What follows belongs to an exercise in optimizing a design on an open flow for small area, a short achievable clock period and few clock cycles per item; a production flow would make more cautious choices.
Function was checked by simulation only, so behaviour that the tests miss may differ from the original.
Power is estimated from default activity; no workload was simulated.

`design.v`:
```
module mvm_seq_sat #(
    parameter int N      = 8,
    parameter int S      = 8,
    parameter int R      = 8,
    parameter int SIGNED = 1
) (
    input  logic             CLOCK_50,
    input  logic             reset_n,
    input  logic             in_valid,
    output logic             in_ready,
    input  logic [R*S*N-1:0] w,
    input  logic [S*N-1:0]   u,
    output logic             out_valid,
    input  logic             out_ready,
    output logic [R*N-1:0]   v
    ,
    output logic [R-1:0]     sat_flag
);
    function automatic logic [8:0] addsat(input logic [7:0] a, input logic [7:0] b);
        logic [8:0] s;
        logic       o;
        s = {a[7], a} + {b[7], b};
        o = s[8] ^ s[7];
        addsat = {o, o ? {s[8], {7{~s[8]}}} : s[7:0]};
    endfunction
    logic [511:0] w_q;
    logic [63:0]  u_q;
    always_ff @(posedge CLOCK_50) begin
        w_q <= w;
        u_q <= u;
    end
    logic [8:0]   u1 [8];
    logic [8:0]   u2 [8];
    logic [8:0]   u3 [8];
    logic [2:0]   t1 [8];
    logic [2:0]   t2 [8];
    logic [2:0]   t3 [8];
    logic [6:1]   thr [8];
    logic [511:0] m_d;
    logic [63:0]  o_d;
    for (genvar i = 0; i < 8; i++) begin : g_col
        mvm_ucode u_code (
            .u  (u_q[i * 8 +: 8]),
            .u1 (u1[i]),
            .u2 (u2[i]),
            .u3 (u3[i]),
            .t1 (t1[i]),
            .t2 (t2[i]),
            .t3 (t3[i]),
            .thr(thr[i])
        );
        for (genvar r = 0; r < 8; r++) begin : g_row
            mvm_mulsat u_mul (
                .a  (w_q[(r * 8 + i) * 8 +: 8]),
                .u1 (u1[i]),
                .u2 (u2[i]),
                .u3 (u3[i]),
                .t1 (t1[i]),
                .t2 (t2[i]),
                .t3 (t3[i]),
                .thr(thr[i]),
                .us (u_q[i * 8 + 7]),
                .m  (m_d[(r * 8 + i) * 8 +: 8]),
                .o  (o_d[r * 8 + i])
            );
        end
    end
    logic [7:0]   f1_q;
    logic [511:0] mr1_q;
    always_ff @(posedge CLOCK_50) begin
        mr1_q <= m_d;
        for (int r = 0; r < 8; r++) f1_q[r] <= |o_d[r * 8 +: 8];
    end
    logic [63:0]  a2_d, a2_q;
    logic [7:0]   f2_d, f2_q;
    logic [255:0] mr2_q;
    always_comb begin
        for (int r = 0; r < 8; r++) begin
            logic [8:0] a;
            logic       f;
            a = {1'b0, mr1_q[r * 64 + (0 - 0) * 8 +: 8]};
            f = f1_q[r];
            for (int i = 1; i < 4; i++) begin
                a = addsat(a[7:0], mr1_q[r * 64 + (i - 0) * 8 +: 8]);
                f = f | a[8];
            end
            a2_d[r * 8 +: 8] = a[7:0];
            f2_d[r]          = f;
        end
    end
    always_ff @(posedge CLOCK_50) begin
        a2_q <= a2_d;
        f2_q <= f2_d;
        for (int r = 0; r < 8; r++) begin
            mr2_q[r * 32 +: 32] <= mr1_q[r * 64 + 32 +: 32];
        end
    end
    logic [63:0]  a3_d, a3_q;
    logic [7:0]   f3_d, f3_q;
    logic [127:0] mr3_q;
    always_comb begin
        for (int r = 0; r < 8; r++) begin
            logic [8:0] a;
            logic       f;
            a = {1'b0, a2_q[r * 8 +: 8]};
            f = f2_q[r];
            for (int i = 4; i < 6; i++) begin
                a = addsat(a[7:0], mr2_q[r * 32 + (i - 4) * 8 +: 8]);
                f = f | a[8];
            end
            a3_d[r * 8 +: 8] = a[7:0];
            f3_d[r]          = f;
        end
    end
    always_ff @(posedge CLOCK_50) begin
        a3_q <= a3_d;
        f3_q <= f3_d;
        for (int r = 0; r < 8; r++) begin
            mr3_q[r * 16 +: 16] <= mr2_q[r * 32 + 16 +: 16];
        end
    end
    logic [71:0] res;
    always_comb begin
        for (int r = 0; r < 8; r++) begin
            logic [8:0] a;
            logic       f;
            a = {1'b0, a3_q[r * 8 +: 8]};
            f = f3_q[r];
            for (int i = 6; i < 8; i++) begin
                a = addsat(a[7:0], mr3_q[r * 16 + (i - 6) * 8 +: 8]);
                f = f | a[8];
            end
            res[r * 8 +: 8] = a[7:0];
            res[64 + r]     = f;
        end
    end
    localparam int NS = 4;
    localparam int QB = 5;
    localparam int QD = 6;
    logic [NS-1:0]       vld_q, vld_d;
    logic [QB-1:0]       wp_q, rp_q;               
    logic [QB-1:0][71:0] b_q;
    logic [71:0]         e0_q, b_rd;
    logic [3:0]          nb_q, nb_d, nb_t, nb_n, tot_q, tot_d, tot_up, tot_dn;
    logic                ov_q, ov_d, ov_t, ov_n, rdy_q, rdy_d, rdy_up, rdy_eq, rdy_dn, take;
    logic                acc_in, load, load_t, load_n, last, have;
    assign out_valid = ov_q;
    assign in_ready  = rdy_q;
    assign acc_in    = in_valid & rdy_q;
    assign vld_d     = {vld_q[NS-2:0], acc_in};
    assign last      = vld_q[NS-1];
    assign have      = (nb_q != '0) | last;
    assign load_t    = have;
    assign load_n    = have & ~ov_q;
    assign ov_t      = have;
    assign ov_n      = have | ov_q;
    assign nb_t      = nb_q + 4'(last) - 4'(load_t);
    assign nb_n      = nb_q + 4'(last) - 4'(load_n);
    assign load      = out_ready ? load_t : load_n;
    assign ov_d      = out_ready ? ov_t : ov_n;
    assign nb_d      = out_ready ? nb_t : nb_n;
    assign take      = ov_q & out_ready;
    assign tot_up    = tot_q + 4'(1);
    assign tot_dn    = tot_q - 4'(1);
    assign rdy_up    = tot_up < 4'(QD);
    assign rdy_eq    = tot_q < 4'(QD);
    assign rdy_dn    = tot_dn < 4'(QD);
    always_comb begin
        case ({acc_in, take})
            2'b10:   begin tot_d = tot_up; rdy_d = rdy_up; end
            2'b01:   begin tot_d = tot_dn; rdy_d = rdy_dn; end
            default: begin tot_d = tot_q;  rdy_d = rdy_eq; end
        endcase
    end
    always_comb begin
        b_rd = '0;
        for (int k = 0; k < QB; k++) b_rd = b_rd | (b_q[k] & {72{rp_q[k]}});
    end
    always_ff @(posedge CLOCK_50 or negedge reset_n) begin
        if (!reset_n) begin
            vld_q <= '0;
            nb_q  <= '0;
            tot_q <= '0;
            ov_q  <= 1'b0;
            rdy_q <= 1'b0;
            wp_q  <= 5'(1);
            rp_q  <= 5'(1);
        end else begin
            vld_q <= vld_d;
            nb_q  <= nb_d;
            tot_q <= tot_d;
            ov_q  <= ov_d;
            rdy_q <= rdy_d;
            if (last) wp_q <= {wp_q[QB-2:0], wp_q[QB-1]};
            if (load) rp_q <= {rp_q[QB-2:0], rp_q[QB-1]};
        end
    end
    always_ff @(posedge CLOCK_50) begin
        for (int k = 0; k < QB; k++) begin
            if (last && wp_q[k]) b_q[k] <= res;
        end
        if (load) e0_q <= (nb_q != '0) ? b_rd : res;
    end
    assign v = e0_q[63:0];
    assign sat_flag = e0_q[71:64];
endmodule
module mvm_ucode (
    input  logic [7:0] u,
    output logic [8:0] u1,
    output logic [8:0] u2,
    output logic [8:0] u3,
    output logic [2:0] t1,
    output logic [2:0] t2,
    output logic [2:0] t3,
    output logic [6:1] thr
);
    logic [6:0] uc;
    logic [6:0] tu;    
    assign u1 = {u[7], u};
    assign u2 = {u, 1'b0};
    assign u3 = u1 + u2;
    assign t1 = u[2:0];
    assign t2 = 3'd0 - {u[1:0], 1'b0};
    assign t3 = 3'd0 - u[2:0];
    assign uc = u[6:0] ^ {7{u[7]}};
    always_comb begin
        for (int k = 0; k < 7; k++) tu[k] = |(uc >> k);
        for (int j = 1; j < 7; j++) thr[j] = tu[7-j];
    end
endmodule
module mvm_mulsat (
    input  logic [7:0] a,       
    input  logic [8:0] u1,      
    input  logic [8:0] u2,
    input  logic [8:0] u3,
    input  logic [2:0] t1,      
    input  logic [2:0] t2,
    input  logic [2:0] t3,
    input  logic [6:1] thr,     
    input  logic       us,      
    output logic [7:0] m,       
    output logic       o        
);
    logic s01, s02, s03;
    assign s01 = ~a[1] &  a[0];
    assign s02 =  a[1] & ~a[0];
    assign s03 =  a[1] &  a[0];
    logic s11, s12, s13;
    assign s11 = ~a[3] &  a[2];
    assign s12 =  a[3] & ~a[2];
    assign s13 =  a[3] &  a[2];
    logic s21, s22, s23;
    assign s21 = ~a[5] &  a[4];
    assign s22 =  a[5] & ~a[4];
    assign s23 =  a[5] &  a[4];
    logic s31, s32, s33;
    assign s31 = ~a[7] &  a[6];
    assign s32 =  a[7] & ~a[6];
    assign s33 =  a[7] &  a[6];
    logic pp0_0;
    assign pp0_0 = (s01 & u1[0]) | (s02 & u2[0]) | (s03 & u3[0]);
    logic pp0_1;
    assign pp0_1 = (s01 & u1[1]) | (s02 & u2[1]) | (s03 & u3[1]);
    logic pp0_2;
    assign pp0_2 = (s01 & u1[2]) | (s02 & u2[2]) | (s03 & u3[2]);
    logic pp0_3;
    assign pp0_3 = (s01 & u1[3]) | (s02 & u2[3]) | (s03 & u3[3]);
    logic pp0_4;
    assign pp0_4 = (s01 & u1[4]) | (s02 & u2[4]) | (s03 & u3[4]);
    logic pp0_5;
    assign pp0_5 = (s01 & u1[5]) | (s02 & u2[5]) | (s03 & u3[5]);
    logic pp0_6;
    assign pp0_6 = (s01 & u1[6]) | (s02 & u2[6]) | (s03 & u3[6]);
    logic pp0_7;
    assign pp0_7 = (s01 & u1[7]) | (s02 & u2[7]) | (s03 & u3[7]);
    logic pp0_8;
    assign pp0_8 = (s01 & u1[8]) | (s02 & u2[8]) | (s03 & u3[8]);
    logic pp1_0;
    assign pp1_0 = (s11 & u1[0]) | (s12 & u2[0]) | (s13 & u3[0]);
    logic pp1_1;
    assign pp1_1 = (s11 & u1[1]) | (s12 & u2[1]) | (s13 & u3[1]);
    logic pp1_2;
    assign pp1_2 = (s11 & u1[2]) | (s12 & u2[2]) | (s13 & u3[2]);
    logic pp1_3;
    assign pp1_3 = (s11 & u1[3]) | (s12 & u2[3]) | (s13 & u3[3]);
    logic pp1_4;
    assign pp1_4 = (s11 & u1[4]) | (s12 & u2[4]) | (s13 & u3[4]);
    logic pp1_5;
    assign pp1_5 = (s11 & u1[5]) | (s12 & u2[5]) | (s13 & u3[5]);
    logic pp1_6;
    assign pp1_6 = (s11 & u1[6]) | (s12 & u2[6]) | (s13 & u3[6]);
    logic pp2_0;
    assign pp2_0 = (s21 & u1[0]) | (s22 & u2[0]) | (s23 & u3[0]);
    logic pp2_1;
    assign pp2_1 = (s21 & u1[1]) | (s22 & u2[1]) | (s23 & u3[1]);
    logic pp2_2;
    assign pp2_2 = (s21 & u1[2]) | (s22 & u2[2]) | (s23 & u3[2]);
    logic pp2_3;
    assign pp2_3 = (s21 & u1[3]) | (s22 & u2[3]) | (s23 & u3[3]);
    logic pp2_4;
    assign pp2_4 = (s21 & u1[4]) | (s22 & u2[4]) | (s23 & u3[4]);
    logic pp3_0;
    assign pp3_0 = (s31 & t1[0]) | (s32 & t2[0]) | (s33 & t3[0]);
    logic pp3_1;
    assign pp3_1 = (s31 & t1[1]) | (s32 & t2[1]) | (s33 & t3[1]);
    logic pp3_2;
    assign pp3_2 = (s31 & t1[2]) | (s32 & t2[2]) | (s33 & t3[2]);
    logic c1;
    assign c1 = pp0_4 ^ pp1_2 ^ pp2_0;
    logic c2;
    assign c2 = (pp0_4 & pp1_2) | (pp0_4 & pp2_0) | (pp1_2 & pp2_0);
    logic c3;
    assign c3 = pp0_5 ^ pp1_3 ^ pp2_1;
    logic c4;
    assign c4 = (pp0_5 & pp1_3) | (pp0_5 & pp2_1) | (pp1_3 & pp2_1);
    logic c5;
    assign c5 = pp0_6 ^ pp1_4 ^ pp2_2;
    logic c6;
    assign c6 = (pp0_6 & pp1_4) | (pp0_6 & pp2_2) | (pp1_4 & pp2_2);
    logic c7;
    assign c7 = pp0_7 ^ pp1_5 ^ pp2_3;
    logic c8;
    assign c8 = (pp0_7 & pp1_5) | (pp0_7 & pp2_3) | (pp1_5 & pp2_3);
    logic c9;
    assign c9 = pp0_8 ^ pp1_6 ^ pp2_4;
    logic c10;
    assign c10 = c4 ^ c5 ^ pp3_0;
    logic c11;
    assign c11 = (c4 & c5) | (c4 & pp3_0) | (c5 & pp3_0);
    logic c12;
    assign c12 = c6 ^ c7 ^ pp3_1;
    logic c13;
    assign c13 = (c6 & c7) | (c6 & pp3_1) | (c7 & pp3_1);
    logic c14;
    assign c14 = c8 ^ c9 ^ pp3_2;
    logic [8:0] p, ra, rb;
    assign ra = {c13, c11, c10, c2, c1, pp0_3, pp0_2, pp0_1, pp0_0};
    assign rb = {c14, c12, 1'b0, c3, 1'b0, pp1_1, pp1_0, 1'b0, 1'b0};
    logic [9:0] cr;
    assign cr[0] = 1'b0;
    for (genvar i = 0; i < 9; i++) begin : g_rc
        assign p[i]    = ra[i] ^ rb[i] ^ cr[i];
        assign cr[i+1] = (ra[i] & rb[i]) | (ra[i] & cr[i]) | (rb[i] & cr[i]);
    end
    logic t7, s;
    logic [6:1] ac;
    assign ac = a[6:1] ^ {6{a[7]}};
    assign t7 = |(ac & thr);
    assign o  = t7 | (p[8] ^ p[7]);
    assign s  = a[7] ^ us;
    assign m  = o ? {s, {7{~s}}} : p[7:0];
endmodule
module mvm_top (
    input  logic         CLOCK_50,
    input  logic         reset_n,
    input  logic         in_valid,
    output logic         in_ready,
    input  logic [511:0] w,
    input  logic [63:0]  u,
    output logic         out_valid,
    input  logic         out_ready,
    output logic [63:0]  v,
    output logic [7:0]   sat_flag
);
    mvm_seq_sat #(
        .N(8),
        .S(8),
        .R(8),
        .SIGNED(1)
    ) u_mvm (
        .CLOCK_50 (CLOCK_50),
        .reset_n  (reset_n),
        .in_valid (in_valid),
        .in_ready (in_ready),
        .w        (w),
        .u        (u),
        .out_valid(out_valid),
        .out_ready(out_ready),
        .v        (v),
        .sat_flag (sat_flag)
    );
endmodule
```
`run.sh`:
```
#!/bin/bash
# synth_recipe.tcl (not shown) runs the flow's synth.tcl, then flattens the netlist and writes it again
# the make line also repeats each setting of config.mk as NAME=value (left out here)
make -C /OpenROAD-flow-scripts/flow DESIGN_CONFIG=/design/flow/config.mk WORK_HOME=/design/flow/orfs CLKGATE_MAP_FILE= SYNTH_SCRIPT=/design/flow/synth_recipe.tcl finish
```
`config.mk`:
```
export PLATFORM = sky130hd
export DESIGN_NAME = mvm_top
export DESIGN_NICKNAME = mvm_top
export VERILOG_FILES = /design/flow/design.v
export SDC_FILE = /design/flow/constraint.sdc
export NUM_CORES = 4
export LEC_CHECK = 0
export ABC_AREA = 1
export CAP_MARGIN = 20
export CORE_MARGIN = 2
export CORE_UTILIZATION = 40
export SLEW_MARGIN = 20
```
`constraint.sdc`:
```
create_clock -name core_clock -period 32.0 [get_ports {CLOCK_50}]
set_input_delay 6.4000 -clock core_clock [delete_from_list [all_inputs] [get_ports {CLOCK_50}]]
set_output_delay 6.4000 -clock core_clock [all_outputs]
set_load 0.01 [all_outputs]
```
==> results of run 1 <==
==> stage by stage <==
step                      cells  setup WS (ps)
after floorplan           17100          23140
after global placement    21800          23590
after detailed placement  21800          23590
after CTS                 22200          23700
after global routing      22200          23710
final                     22200          23770
==> flip-flops by register name, summed over array words and instances, names as in the netlist, 5 cells and up <==
| signal | count |
|---|---|
| u_mvm.mr1_q | 512 |
| u_mvm.b_q | 360 |
| u_mvm.a2_q | 64 |
| u_mvm.mr3_q | 128 |
| u_mvm.a3_q | 64 |
| u_mvm.u_q | 64 |
| u_mvm.e0_q | 72 |
| u_mvm.mr2_q | 256 |
| u_mvm.f2_q | 8 |
| u_mvm.wp_q | 5 |
| u_mvm.w_q | 512 |
| u_mvm.rp_q | 5 |
| u_mvm.f1_q | 8 |
| u_mvm.f3_q | 8 |
==> worst max path at each step <==
stage / cells past startpoint / startpoint / slack (ps) / endpoint
finish: 1 / u_mvm.e0_q[52]$_DFFE_PP_ / 23770 / v[52]
global route: 1 / u_mvm.ov_q$_DFF_PN0_ / 23710 / out_valid
CTS: 1 / u_mvm.ov_q$_DFF_PN0_ / 23700 / out_valid
detailed placement: 6 / out_ready / 23590 / u_mvm.e0_q[52]$_DFFE_PP_
global placement: 6 / out_ready / 23590 / u_mvm.e0_q[49]$_DFFE_PP_
floorplan: 8 / out_ready / 23140 / u_mvm.nb_q[3]$_DFF_PN0_
==> layout make-up <==
cell class | count | area (sq um)
timing repair buffer | 834 | 7900
multi-input combinational | 11800 | 76600
inverter | 2606 | 9800
clock buffer | 305 | 6400
antenna | 22 | 55.1
sequential | 2080 | 46100
tap | 4387 | 5490
clock inverter | 115 | 1360
fill | 32700 | 180000
==> cell families (layout without fill, tap and decap cells) <==
| group | Yosys count | count (layout) | share of synthesized area [%] |
|---|---|---|---|
| adder cells (fa/ha/maj) | 1544 | 1544 | 17.9 |
| XOR/XNOR | 581 | 581 | 3.78 |
| other | 0 | 22 | 0 |
| AND/OR/NAND/NOR | 6547 | 6547 | 19.9 |
| AO/OA/AOI/OAI | 3174 | 3174 | 15.3 |
| flip-flops | 2080 | 2080 | 34.3 |
| buffers and inverters | 3133 | 3860 | 8.82 |
==> metal layers <==
metal	part of all wire, %	vias up	wire length (um)
met3	10	1137	50400
met2	43	5868	216000
met4	5.9	4	29600
met1	41	55900	206000
li1	-	57400	-
met5	0.0050	-	25
==> cell usage in the layout (no fill, tap or decap), types with 432 or more instances in the layout <==
| cell type | instances |
|---|---|
| nand2_1 | 4694 |
| inv_1 | 2560 |
| dfxtp_1 | 1617 |
| ha_1 | 904 |
| a21oi_1 | 862 |
| nor2_1 | 779 |
| o221ai_1 | 708 |
| o21ai_0 | 681 |
| nand3_1 | 673 |
| clkdlybuf4s50_1 | 653 |
| fa_1 | 640 |
| edfxtp_1 | 432 |
==> power by group through the flow <==
| stage | clock network [mW] | registers [mW] | logic, mW |
|---|---|---|---|
| after floorplan | 0 | 3.94 | 6.51 |
| after global placement | 0 | 4.14 | 10.3 |
| after detailed placement | 0 | 4.13 | 10.3 |
| after CTS | 2.76 | 4.09 | 10.4 |
| after global routing | 2.86 | 4.11 | 11.8 |
| final | 2.70 | 4.09 | 10.7 |
==> summary.md, run 1 <==
| Metric | Value |
|---|---|
| Status | `no timing/DRC/antenna violations` |
| Max Fclk | `about 120 MHz` |
| Worst r2r path cells | `23` |
| Worst Clk Skew | `68.4 ps` |
| Clock Path Buffers | `4` |
| Slew Limit Fails | `0` |
| Iteration-0 DRC Markers | `13.5k` |
| Syn-to-layout area delta | `14.3%` |
| Vias in the first global route | `between 100k and 150k` |
| Buffers on Ports | `approximately 650` |
| Tightest Pin Transition | `~1200 ps` |
| Hold_buf cts | `0` |
| # nets final | `a little under 20k` |
| Worst path top cell family by delay | `buffers and inverters` |
| Slowest CP cell | `clkdlybuf4s50_1` |
| Max IR drop VDD | `0.000220 V` |
| Hold Crit Class | `reg2reg` |
| Design area | `~150000 sq um` |
| Critical path cell sequence | `clkdlybuf4s50_1` |
| Worst setup EP type | `output port` |
| Most common cell in the netlist | `nand2_1` |
| Gr busiest metal | `met2` |
| Arrival @ worst endpoint | `approximately 1800 ps` |
| Required time of the critical path | `between 20000 and 30000 ps` |
| Tot GR Track Use | `28.5%` |
| Die Wd | `roughly 600 um` |
| NetSw | `approximately 8.8 mW` |
| WL/cell | `around 23 um` |
| Cell accounting for the most synthesized area | `dfxtp_1` |
| Worst-path clk slew | `60 ps` |
| Sw frac | `around 50%` |
| YS warnings | `9` |
| # Post-CTS Setup Buffers | `0` |
| TNS Setup | `0 ps` |
| GPL Wtd Cong | `approximately 1.0` |
| Initial Util | `between 40% and 50%` |
| PD cells | `~110 nW/um^2` |
| Mapped Cells | `roughly 17k` |
| Final Power | `approximately 18 mW` |
| Cts bufs inserted | `223` |
| CP max FO | `1` |
| Critical R2R Capture | `u_mvm.f1_q[0]$_DFF_P_` |
| Comb pwr share | `61.2%` |
| Synth Flop Type | `dfxtp_1` |
| Seq/Total Area, Yosys | `34.3%` |
| Setup Viol. Count Final | `0` |
| Synth Net Count | `about 19k` |
| Syn_area_per_cell | `a little under 8 sq um` |
| Via-per-instance ratio | `roughly 5.4` |
| Layout cells sized above 1 | `roughly 4.5%` |
| Largest net degree at the start of global routing | `between 70 and 80` |
| CTS tree | `yes` |
| Final Util | `a little under half` |
| Met2 Usage GRT | `roughly 44%` |
| H-Tree Depth | `4` |
| IO Pins | `between 600 and 700` |
| Min-delay src | `u_mvm.mr2_q[253]$_DFF_P_` |
| Clock Latency Late Sink | `950 ps` |
| Register bit total from synthesis | `2080` |
| CTS root buf | `clkbuf_16` |
| Hold Path Stages | `0` |
| Mapped Area | `134000 sq um` |
| Hold Path End | `u_mvm.mr3_q[125]$_DFF_P_` |
| Drt drc | `0` |
| Post-synth cell types | `74` |
| Synth cell count leaders | `nand2_1 (4694), inv_1 (2568), dfxtp_1 (1624), ha_1 (904), a21oi_1 (862)` |
| Int Pwr | `around 8.7 mW` |
| Clock power share | `between 10% and 20%` |
| Tightest hold margin | `305 ps` |
| Die area | `341000 sq um` |
| DR vias | `~120k` |
| Synth top area share | `about a quarter` |
| Initial antenna violation count | `30` |
| RSZ-0062 raised after global routing | `false` |
| Crit-path max cell delay | `between 500 and 600 ps` |
| Leak | `between 70 and 80 nW` |
| FF-to-FF setup slack | `between 20000 and 25000 ps` |
| Setup crit start kind | `register` |
| Dominant cells by area after synthesis | `dfxtp_1 (24%), nand2_1 (13%), edfxtp_1 (9.6%)` |
| Share of power burned in registers | `between 20% and 30%` |
| First-pass GRT wire length | `between 700000 and 800000 um` |
| Core ar. | `about 330000 sq um` |
| Final min period | `between 8000 and 9000 ps` |
| M3 GR Usage | `5.62%` |
| Reg2Reg Launch Point | `u_mvm.u_q[43]$_DFF_P_` |
| Post-CTS resize count | `0` |
| Fin crit share | `between 20% and 30%` |
| Placed instance area | `146000 sq um` |
| Number of max-cap violations | `0` |
| Rel. slew slack | `17.3%` |
| Critical path type | `reg2out` |
| Die Y | `584 um` |
| Number of synthesized flops with an enable pin | `~430` |
| Met1 usage | `roughly 38%` |
| Drt first pass iters | `7` |
| Post-detail-place hpwl | `about 380000 um` |
| Drt total wl | `around 500000 um` |
| TritonCTS Sinks | `2080` |
| Total grt overflow | `0` |
| Final Hold Viols | `0` |
| Buffers & Inverters on Critical Path | `1` |
| Row Count | `approximately 210` |
| Async S/R FF share, synth | `under 10%` |
| Routed Antenna Nets | `0` |
Testbench counts, summed over its fixed seeds: cycles 1,648, items 1,600.
==> run 2, diff against run 1 <==
==> flow/run.sh (new file) <==
#!/bin/bash
# The standard layout (the standard.sh, ORFS synthesis to finish, unchanged), except that the
# buffers ORFS puts on every input and output port are buf_4 cells instead of the delay buffers
# it picks by itself. Each tool's output is logged in this folder (ORFS's own per-step logs
# stay under orfs/logs/).
set -euo pipefail
export BUFFER_PORTS_ARGS="-buffer_cell sky130_fd_sc_hd__buf_4"
bash standard.sh > standard_sh.log 2>&1
==> standard.sh (new file) <==
#!/bin/bash
# synth_recipe.tcl (not shown) runs the flow's synth.tcl, then flattens the netlist and writes it again
# the make line also repeats each setting of config.mk as NAME=value (left out here)
make -C /OpenROAD-flow-scripts/flow DESIGN_CONFIG=/design/flow/config.mk WORK_HOME=/design/flow/orfs CLKGATE_MAP_FILE= SYNTH_SCRIPT=/design/flow/synth_recipe.tcl "${@:-finish}"
removed: run.sh
==> summary.md, run 2 <==
| Metric | Value |
|---|---|
| Die Y | `roughly 600 um` |
| Clock Path Buffers | `4` |
| Synth cell count leaders | `nand2_1 (4694), inv_1 (2568), dfxtp_1 (1624), ha_1 (904), a21oi_1 (862)` |
| Cell accounting for the most synthesized area | `dfxtp_1` |
| Hold Crit Class | `reg2reg` |
| Setup Viol. Count Final | `0` |
| Row Count | `between 200 and 250` |
| Iteration-0 DRC Markers | `around 14k` |
| Arrival @ worst endpoint | `approximately 1500 ps` |
| Seq/Total Area, Yosys | `34.3%` |
| Slowest CP cell | `edfxtp_1` |
| Max Fclk | `approximately 130 MHz` |
| Max IR drop VDD | `0.000227 V` |
| Routed Antenna Nets | `0` |
| Syn_area_per_cell | `just under 8 sq um` |
| Dominant cells by area after synthesis | `dfxtp_1 (24%), nand2_1 (13%), edfxtp_1 (9.6%)` |
| Initial antenna violation count | `28` |
| Mux contribution to synthesized area | `0%` |
| Layout cells sized above 1 | `about 8%` |
| Worst Clk Skew | `around 74 ps` |
| RSZ-0062 raised after global routing | `false` |
| Final Util | `between 40% and 50%` |
| CTS tree | `yes` |
| Async S/R FF share, synth | `under 10%` |
| Final Power | `about 18 mW` |
| DR vias | `~120k` |
| Final min period | `between 7000 and 8000 ps` |
| Post-detail-place hpwl | `roughly 380000 um` |
| Most common cell after layout, fill and taps aside | `nand2_1` |
| Hold_buf cts | `0` |
| Placed instance area | `~140000 sq um` |
| PD cells | `about 120 nW/um^2` |
| GPL Wtd Cong | `0.975` |
| Largest net degree at the start of global routing | `just under 80` |
| Post-synth cell types | `74` |
| Buffers & Inverters on Critical Path | `1` |
| Die area | `about 340000 sq um` |
| WL/cell | `about 23 um` |
| Setup crit start kind | `register` |
| Number of max-cap violations | `0` |
| Worst-path clk slew | `roughly 60 ps` |
| Number of synthesized flops with an enable pin | `about 430` |
| Drt first pass iters | `7` |
| Post-Synth Simple-Gate Area | `about a fifth` |
| Synth top area share | `24.2%` |
| # Post-CTS Setup Buffers | `0` |
| Synth Flop Type | `dfxtp_1` |
| # nets final | `19.7k` |
| Cts bufs inserted | `approximately 230` |
| Core ar. | `between 300000 and 400000 sq um` |
| Register bit total from synthesis | `~2.1k` |
| Most frequent cells in the layout | `nand2_1 (4694), inv_1 (2558), dfxtp_1 (1617), ha_1 (904), a21oi_1 (862)` |
| TritonCTS Sinks | `~2.1k` |
| Status | `no timing/DRC/antenna violations` |
| Worst path top cell family by delay | `flip-flops` |
| Post-Synth Adder-Cell Area | `about 18%` |
| Critical path cell sequence | `buf_4` |
| Largest regs | `u_mvm.mr1_q (512), u_mvm.w_q (512), u_mvm.b_q (360)` |
| Vias in the first global route | `around 110k` |
| Tightest hold margin | `between 200 and 300 ps` |
| CP max FO | `1` |
| Post-Synth XOR/XNOR Area | `3.78%` |
| Post-CTS resize count | `0` |
| Required time of the critical path | `roughly 26000 ps` |
| Rel. slew slack | `10.4%` |
| Fin crit share | `between 20% and 30%` |
| Main combinational cell family by area after synthesis | `simple AND/OR/NAND/NOR gates` |
| Final Hold Viols | `0` |
| Critical path type | `reg2out` |
| YS warnings | `9` |
| Mapped Area | `approximately 130000 sq um` |
| Total grt overflow | `0` |
| CTS root buf | `clkbuf_16` |
| Design area | `152000 sq um` |
| Most common cell in the netlist | `nand2_1` |
| Buffers on Ports | `653` |
| Mapped Cells | `17.1k` |
| Leak | `approximately 74 nW` |
| Clock Latency Late Sink | `between 900 and 1000 ps` |
| First-pass GRT wire length | `roughly 730000 um` |
| Drt drc | `0` |
| TNS Setup | `0 ps` |
| H-Tree Depth | `4` |
| Slew Limit Fails | `0` |
| Initial Util | `between 40% and 50%` |
| Die Wd | `between 500 and 600 um` |
| Tightest Pin Transition | `~1300 ps` |
| Tot GR Track Use | `between 20 and 30%` |
| Synth Net Count | `~19k` |
| Via-per-instance ratio | `between 5 and 6` |
| Compound-Gate Fraction of Synth Area | `15.3%` |
| Worst setup EP type | `output port` |
| Syn-to-layout area delta | `13.1%` |
| IO Pins | `~650` |
| Crit-path max cell delay | `380 ps` |
| Drt total wl | `505000 um` |
## run 2: cell counts after synthesis
Identical to the previous run, type by type.
## run 2: cell type report
cell class                 instances  area (sq um)
timing repair buffer             827          6230
clock inverter                   134          1670
multi-input combinational      11800         76600
antenna                            8          20.0
clock buffer                     282          6160
inverter                        2606          9800
fill                           32900        182000
sequential                      2080         46100
tap                             4387          5490
## run 2: cell families after synthesis
kind of cell,Yosys count
AOI/OAI and AO/OA,3174
xor gates and xnor gates,581
adders and majority gates,1544
buffers and inverters,3133
DFF,2080
and+or+nand+nor,6547
## run 2: final timing paths
check / from / endpoint / slack, ps / cells past startpoint
min: u_mvm.mr1_q[293]$_DFF_P_ / u_mvm.mr2_q[133]$_DFF_P_ / 290 / 0
max reg2reg: u_mvm.u_q[19]$_DFF_P_ / u_mvm.f1_q[3]$_DFF_P_ / 24530 / 24
min reg2reg: u_mvm.mr1_q[293]$_DFF_P_ / u_mvm.mr2_q[133]$_DFF_P_ / 290 / 0
min in group asynchronous: reset_n / u_mvm.rp_q[4]$_DFFE_PN0P_ / 5350 / 1
max: u_mvm.e0_q[61]$_DFFE_PP_ / v[61] / 24090 / 1
max in group asynchronous: reset_n / u_mvm.wp_q[0]$_DFFE_PN1P_ / 26340 / 1
## run 2: report_power, final
part / switching [mW] / leakage [nW] / internal (mW) / total [mW]
registers: 0.326 / 17.9 / 3.76 / 4.09
clock network: 1.18 / 3.79 / 1.56 / 2.74
logic: 7.38 / 51.9 / 3.40 / 10.8
## run 2: metal layers
metal  wire, um  global-route usage, %
met1     208000                   38.1
met2     219000                   44.3
met3      50000                   5.82
met4      28700                   14.0
met5         27                      0
## run 2: per-stage QoR
| stage | setup WS [ps] | instances |
|---|---|---|
| global route | 24010 | 22200 |
| detailed placement | 24020 | 21700 |
| finish | 24090 | 22200 |
| floorplan | 23140 | 17100 |
| CTS | 24020 | 22200 |
| global placement | 24050 | 21700 |
==> run 3, diff against run 2 <==
==> flow/run.sh (replaced) <==
#!/bin/bash
# The standard layout (the standard.sh, ORFS synthesis to finish, unchanged), except that the
# buffers ORFS puts on every input and output port are buf_2 cells instead of the delay buffers
# it picks by itself. Each tool's output is logged in this folder (ORFS's own per-step logs
# stay under orfs/logs/).
set -euo pipefail
export BUFFER_PORTS_ARGS="-buffer_cell sky130_fd_sc_hd__buf_2"
bash standard.sh > standard_sh.log 2>&1
==> summary.md, run 3 <==
| Metric | Value |
|---|---|
| Post-Synth Adder-Cell Area | `17.9%` |
| Routed Antenna Nets | `0` |
| Setup slack after layout | `24110 ps` |
| Drt drc | `0` |
| DR vias | `around 120k` |
| Design area | `~150000 sq um` |
| Row Count | `212` |
| Clock Path Buffers | `4` |
| CTS root buf | `clkbuf_16` |
| Rel. slew slack | `around 14%` |
| Syn_area_per_cell | `between 7 and 8 sq um` |
| Setup crit start kind | `register` |
| Leak | `about 73 nW` |
| Worst-path clk slew | `approximately 60 ps` |
| NetSw | `8.80 mW` |
| Number of max-cap violations | `0` |
| TritonCTS Sinks | `2080` |
| WL/cell | `22.7 um` |
| Post-Synth XOR/XNOR Area | `approximately 3.8%` |
| YS warnings | `9` |
| Final min period | `between 7000 and 8000 ps` |
| Vias in the first global route | `~110k` |
| Largest net degree at the start of global routing | `slightly below 80` |
| CTS tree | `yes` |
| Mapped Cells | `between 15k and 20k` |
| Post-Synth Simple-Gate Area | `19.9%` |
| Placed instance area | `approximately 140000 sq um` |
| Die Y | `584 um` |
| Worst Clk Skew | `roughly 90 ps` |
| Cell accounting for the most synthesized area | `dfxtp_1` |
| Via-per-instance ratio | `approximately 5.4` |
| Met2 routed WL | `~220000 um` |
| Post-detail-place hpwl | `approximately 380000 um` |
| Cts bufs inserted | `~230` |
| M1 wire length | `around 210000 um` |
| First-pass GRT wire length | `just over 700000 um` |
| Async S/R FF share, synth | `1.15%` |
| Largest regs | `u_mvm.mr1_q (512), u_mvm.w_q (512), u_mvm.b_q (360)` |
| Main combinational cell family by area after synthesis | `simple AND/OR/NAND/NOR gates` |
| Pre-CTS setup slack | `24020 ps` |
| Hold_buf cts | `0` |
| Mapped Area | `134000 sq um` |
| Critical path type | `reg2out` |
| Setup Viol. Count Final | `0` |
| Hold Crit Class | `reg2reg` |
| RSZ-0062 raised after global routing | `false` |
| Register bit total from synthesis | `approximately 2.1k` |
| Slew Limit Fails | `0` |
| Seq/Total Area, Yosys | `approximately a third` |
| Buffers & Inverters on Critical Path | `1` |
| Synth top area share | `~24%` |
| Most common cell in the netlist | `nand2_1` |
| DR WL met3 | `~50000 um` |
| Int Pwr | `just under 9 mW` |
| GPL Wtd Cong | `1.01` |
| Tightest hold margin | `between 300 and 400 ps` |
| Critical path cell sequence | `buf_2` |
| H-Tree Depth | `4` |
| Status | `no timing/DRC/antenna violations` |
| CP max FO | `1` |
| Synth Flop Type | `dfxtp_1` |
| Number of synthesized flops with an enable pin | `between 400 and 500` |
| Clock power share | `15.6%` |
| # nets final | `approximately 20k` |
| Sw frac | `between 50% and 60%` |
| Max Used Layer | `met5` |
| Synth Net Count | `between 15k and 20k` |
| Tightest Pin Transition | `about 1300 ps` |
| Non-filler cells, final | `around 22k` |
| Die Wd | `between 500 and 600 um` |
| Dominant cells by area after synthesis | `dfxtp_1 (24%), nand2_1 (13%), edfxtp_1 (9.6%)` |
| Crit-path max cell delay | `380 ps` |
| DP Cell Count | `between 20k and 25k` |
| Worst setup EP type | `output port` |
| Final Hold Viols | `0` |
| TNS Setup | `0 ps` |
| Max Fclk | `around 130 MHz` |
| Initial Util | `between 40 and 50%` |
| Mux contribution to synthesized area | `0%` |
| Most common cell after layout, fill and taps aside | `nand2_1` |
| Die area | `~340000 sq um` |
| Slowest CP cell | `edfxtp_1` |
| Share of power burned in registers | `a little under a quarter` |
| Drt total wl | `just over 500000 um` |
| # Post-CTS Setup Buffers | `0` |
| Iteration-0 DRC Markers | `13.2k` |
| Clock Latency Late Sink | `slightly below 1000 ps` |
| Core ar. | `about 330000 sq um` |
| Post-synth cell types | `74` |
| Required time of the critical path | `25600 ps` |
| Max IR drop VDD | `about 0.00021 V` |
| Syn-to-layout area delta | `11.9%` |
| IO Pins | `654` |
| Most frequent cells in the layout | `nand2_1 (4694), inv_1 (2558), dfxtp_1 (1617), ha_1 (904), a21oi_1 (862)` |
| Fin crit share | `24.7%` |
| Layout cells sized above 1 | `8.05%` |
| PD cells | `116 nW/um^2` |
| Initial antenna violation count | `33` |
| Arrival @ worst endpoint | `1490 ps` |
| Tot GR Track Use | `28.5%` |
| Post-CTS resize count | `0` |
| Buffers on Ports | `~650` |
| Synth cell count leaders | `nand2_1 (4694), inv_1 (2568), dfxtp_1 (1624), ha_1 (904), a21oi_1 (862)` |
| Compound-Gate Fraction of Synth Area | `15.3%` |
| Comb pwr share | `between 60% and 70%` |
| Worst path top cell family by delay | `flip-flops` |
| Drt first pass iters | `9` |
| Total grt overflow | `0` |
-- run 3: metal layers --
layer / vias to the layer above / global-route usage [%]
li1: 57400 / -
met1: 56100 / 37.9
met2: 5710 / 44.1
met3: 1110 / 5.94
met4: 8 / 13.6
met5: - / 0
-- run 3: final cells by class --
cell class                 count  area [sq um]
clock buffer                 309          6360
tap                         4387          5490
antenna                       17          42.5
inverter                    2606          9800
sequential                  2080         46100
multi-input combinational  11800         76600
timing repair buffer         826          4570
clock inverter               113          1470
fill                       33000        184000
-- run 3: final timing paths --
check / from / endpoint / slack [ps] / cells after the start
worst max-delay path: u_mvm.e0_q[37]$_DFFE_PP_ / v[37] / 24110 / 1
worst min-delay path: u_mvm.mr2_q[242]$_DFF_P_ / u_mvm.mr3_q[114]$_DFF_P_ / 300 / 0
worst max register to register: u_mvm.u_q[17]$_DFF_P_ / u_mvm.f1_q[3]$_DFF_P_ / 24580 / 24
worst min register to register: u_mvm.mr2_q[242]$_DFF_P_ / u_mvm.mr3_q[114]$_DFF_P_ / 300 / 0
max in group asynchronous: reset_n / u_mvm.rp_q[1]$_DFFE_PN0P_ / 26130 / 1
min in group asynchronous: reset_n / u_mvm.wp_q[4]$_DFFE_PN0P_ / 5470 / 1
-- run 3: kinds of logic (layout without fill, tap and decap cells) --
logic type,count (synthesis),count (layout)
adders and majority gates,1544,1544
buffers and inverters,3133,3854
xor gates and xnor gates,581,581
DFF,2080,2080
and+or+nand+nor,6547,6547
other,0,17
AOI/OAI and AO/OA,3174,3174
-- run 3: power by group through the flow --
stage / Combinational (mW) / Sequential [mW] / Clock, mW
after global placement: 10.2 / 4.13 / 0
after detailed placement: 10.2 / 4.12 / 0
after floorplan: 6.51 / 3.94 / 0
after CTS: 10.3 / 4.07 / 2.78
after global routing: 11.7 / 4.10 / 2.88
final: 10.7 / 4.08 / 2.73
-- run 3: metrics by stage --
stage | power, mW | util (%)
final | 17.5 | 45.0
after global routing | 18.7 | 45.0
after CTS | 17.2 | 45.0
after detailed placement | 14.3 | 42.7
after global placement | 14.3 | 42.7
after floorplan | 10.4 | -
==> run 4, diff against run 3 <==
--- a/config.mk
+++ b/config.mk
@@ -11,2 +11,4 @@
 export CORE_UTILIZATION = 40
+export CTS_CLUSTER_DIAMETER = 100
+export CTS_CLUSTER_SIZE = 20
 export SLEW_MARGIN = 20
==> summary.md, run 4 <==
| Metric | Value |
|---|---|
| Post-CTS resize count | `0` |
| Mapped Area | `134000 sq um` |
| Post-synth cell types | `between 70 and 80` |
| Critical path type | `reg2out` |
| Main combinational cell family by area after synthesis | `simple AND/OR/NAND/NOR gates` |
| Syn-to-layout area delta | `9.29%` |
| Drt drc | `0` |
| Die area | `around 340000 sq um` |
| Tightest Pin Transition | `1300 ps` |
| Drt total wl | `502000 um` |
| Dominant cells by area after synthesis | `dfxtp_1 (24%), nand2_1 (13%), edfxtp_1 (9.6%)` |
| Vias in the first global route | `around 110k` |
| Initial Util | `between 40% and 50%` |
| Placed instance area | `about 140000 sq um` |
| Final Power | `16.6 mW` |
| Compound-Gate Fraction of Synth Area | `15.3%` |
| # nets final | `just under 20k` |
| Core ar. | `between 300000 and 400000 sq um` |
| Rel. slew slack | `approximately 13%` |
| H-Tree Depth | `4` |
| Storage cell area | `46100 sq um` |
| DR vias | `~120k` |
| Clock Latency Late Sink | `between 900 and 1000 ps` |
| Worst-path clk slew | `80 ps` |
| Hold_buf cts | `0` |
| Largest regs | `u_mvm.mr1_q (512), u_mvm.w_q (512), u_mvm.b_q (360)` |
| Most frequent cells in the layout | `nand2_1 (4694), inv_1 (2558), dfxtp_1 (1617), ha_1 (904), a21oi_1 (862)` |
| Worst Setup SP | `u_mvm.e0_q[4]$_DFFE_PP_` |
| Final min period | `approximately 7800 ps` |
| Design area | `approximately 150000 sq um` |
| Hold Path Stages | `0` |
| RSZ-0062 raised after global routing | `false` |
| Post-Synth Adder-Cell Area | `roughly 18%` |
| Setup Viol. Count Final | `0` |
| Cell accounting for the most synthesized area | `dfxtp_1` |
| Number of max-cap violations | `0` |
| Crit path capture | `v[4]` |
| Synth top area share | `between 20% and 30%` |
| WL/cell | `between 20 and 25 um` |
| Die Wd | `roughly 580 um` |
| Arrival @ worst endpoint | `1430 ps` |
| Buffers on Ports | `~650` |
| First-pass GRT wire length | `721000 um` |
| Cts bufs inserted | `143` |
| Row Count | `approximately 210` |
| Most common cell in the netlist | `nand2_1` |
| Syn_area_per_cell | `approximately 7.9 sq um` |
| Mapped Cells | `~17k` |
| # Post-CTS Setup Buffers | `0` |
| Leak | `a little over 70 nW` |
| Max IR drop VDD | `roughly 0.00021 V` |
| Iteration-0 DRC Markers | `13.0k` |
| TritonCTS Sinks | `around 2.1k` |
| Critical path cell sequence | `buf_2` |
| Layout cells sized above 1 | `under 10%` |
| Worst setup EP type | `output port` |
| TNS Setup | `0 ps` |
| Die Y | `584 um` |
| Required time of the critical path | `25600 ps` |
| Final Hold Viols | `0` |
| Initial antenna violation count | `33` |
| Via-per-instance ratio | `approximately 5.5` |
| FF-to-FF setup slack | `about 25000 ps` |
| CTS root buf | `clkbuf_16` |
| Drt first pass iters | `7` |
| Critical R2R Capture | `u_mvm.f1_q[3]$_DFF_P_` |
| Largest net degree at the start of global routing | `just under 80` |
| Status | `no timing/DRC/antenna violations` |
| YS warnings | `9` |
| Slowest CP cell | `edfxtp_1` |
| Routed Antenna Nets | `0` |
| Fillers | `33.4k` |
| Mux contribution to synthesized area | `0%` |
| Setup crit start kind | `register` |
| Worst Clk Skew | `70.8 ps` |
| GPL Wtd Cong | `1.01` |
| Max Fclk | `128 MHz` |
| Number of synthesized flops with an enable pin | `approximately 430` |
| IO Pins | `654` |
| Total grt overflow | `0` |
| Seq/Total Area, Yosys | `about a third` |
| Synth Flop Type | `dfxtp_1` |
| Area of the multi-input gates | `76600 sq um` |
| Crit-path max cell delay | `380 ps` |
| Synth cell count leaders | `nand2_1 (4694), inv_1 (2568), dfxtp_1 (1624), ha_1 (904), a21oi_1 (862)` |
| Levels on crit path | `1` |
| Fin crit share | `24.5%` |
| Tot GR Track Use | `between 20% and 30%` |
| Post-Synth XOR/XNOR Area | `under 10%` |
| Async S/R FF share, synth | `between 1 and 1.5%` |
| Synth Net Count | `19.2k` |
| Worst path top cell family by delay | `flip-flops` |
| Post-Synth Simple-Gate Area | `19.9%` |
| Slew Limit Fails | `0` |
| Post-detail-place hpwl | `380000 um` |
| Buffers & Inverters on Critical Path | `1` |
| Hold Crit Class | `reg2reg` |
| Clock Path Buffers | `4` |
| Register bit total from synthesis | `2080` |
| Reg2Reg Launch Point | `u_mvm.u_q[17]$_DFF_P_` |
| CP max FO | `1` |
| Most common cell after layout, fill and taps aside | `nand2_1` |
| CTS tree | `yes` |
| Worst r2r path cells | `24` |
| PD cells | `113 nW/um^2` |
| Min-delay src | `u_mvm.mr2_q[83]$_DFF_P_` |
==> run 4: cell counts after synthesis <==
Identical to the previous run, type by type.
==> run 4: layer usage <==
| layer | up-vias | GRT usage (%) | wire [um] |
|---|---|---|---|
| li1 | 57100 | - | - |
| met1 | 55900 | 38.1 | 207000 |
| met2 | 5792 | 43.8 | 216000 |
| met3 | 1067 | 5.51 | 49800 |
| met4 | 12 | 14.0 | 28900 |
| met5 | - | 0 | 86 |
==> run 4: stage by stage <==
step	hold slack, ps	std cells	setup slack [ps]	util [%]
global route	317	22000	24110	44.0
global placement	311	21700	24040	42.7
finish	300	22000	24170	44.0
CTS	309	22000	24100	44.0
floorplan	310	17100	23140	-
detailed placement	312	21700	24020	42.7
==> run 4: report_power, final <==
| group | total, mW | internal [mW] | switching (mW) | leakage [nW] |
|---|---|---|---|---|
| combinational | 10.7 | 3.33 | 7.35 | 51.4 |
| clock | 1.87 | 0.868 | 1.00 | 2.10 |
| sequential | 4.07 | 3.76 | 0.315 | 17.9 |
==> run 4: final cells by class <==
| type | instances | share of cell area [%] |
|---|---|---|
| clock buffers | 177 | 2.56 |
| flip-flops and latches | 2080 | 31.4 |
| well taps | 4387 | 3.74 |
| repair buffers | 826 | 3.11 |
| diodes | 17 | 0.0290 |
| clock inverters | 40 | 0.387 |
| multi-input cells | 11800 | 52.1 |
| inverters | 2606 | 6.67 |
==> run 4: worst min-delay path by stage <==
stage | end | slack [ps]
finish | u_mvm.mr3_q[35]$_DFF_P_ | 300
global placement | u_mvm.mr3_q[113]$_DFF_P_ | 310
global route | u_mvm.mr3_q[35]$_DFF_P_ | 320
CTS | u_mvm.mr2_q[134]$_DFF_P_ | 310
detailed placement | u_mvm.mr2_q[134]$_DFF_P_ | 310
floorplan | u_mvm.mr2_q[0]$_DFF_P_ | 310
==> run 4: kinds of logic after synthesis <==
kind of cell | Yosys count
buf+inv | 3133
flops | 2080
compound gates | 3174
fa+ha+maj | 1544
xor+xnor | 581
simple gates | 6547

==> afterwards: timing with drivers on the ports <==
No port has a modelled driver above. Below, the same layouts with a new extraction and two added sets of constraints.
Step 1 (the two cells are an assumption about what drives the block):
set clk [get_ports {CLOCK_50}]
set_driving_cell -lib_cell sky130_fd_sc_hd__clkbuf_16 $clk
set_driving_cell -lib_cell sky130_fd_sc_hd__buf_2 [delete_from_list [all_inputs] $clk]
Step 2 times the ports against the registers' clock, not the clock port: input delays grow and output delays shrink by t, the midpoint of the rising clock arrivals with the driver on.
Three values: ideal ports, drivers, drivers and shift; two values: the first two.
run | t (ns) | setup slack, ns | worst slew at a driven data input, ns
run 1 | 1.028 | 23.770 / 23.661 / 23.563 | 0.06
run 2 | 1.053 | 24.088 / 23.982 / 23.997 | 0.09
run 3 | 1.048 | 24.110 / 24.003 / 24.030 | 0.11
run 4 | 1.015 | 24.168 / 24.061 / 23.986 | 0.10
After both steps setup and hold are still met in every run listed. The setup slack of run 1, which loses most, moves by -0.109 ns with the drivers and by -0.207 ns with both steps.
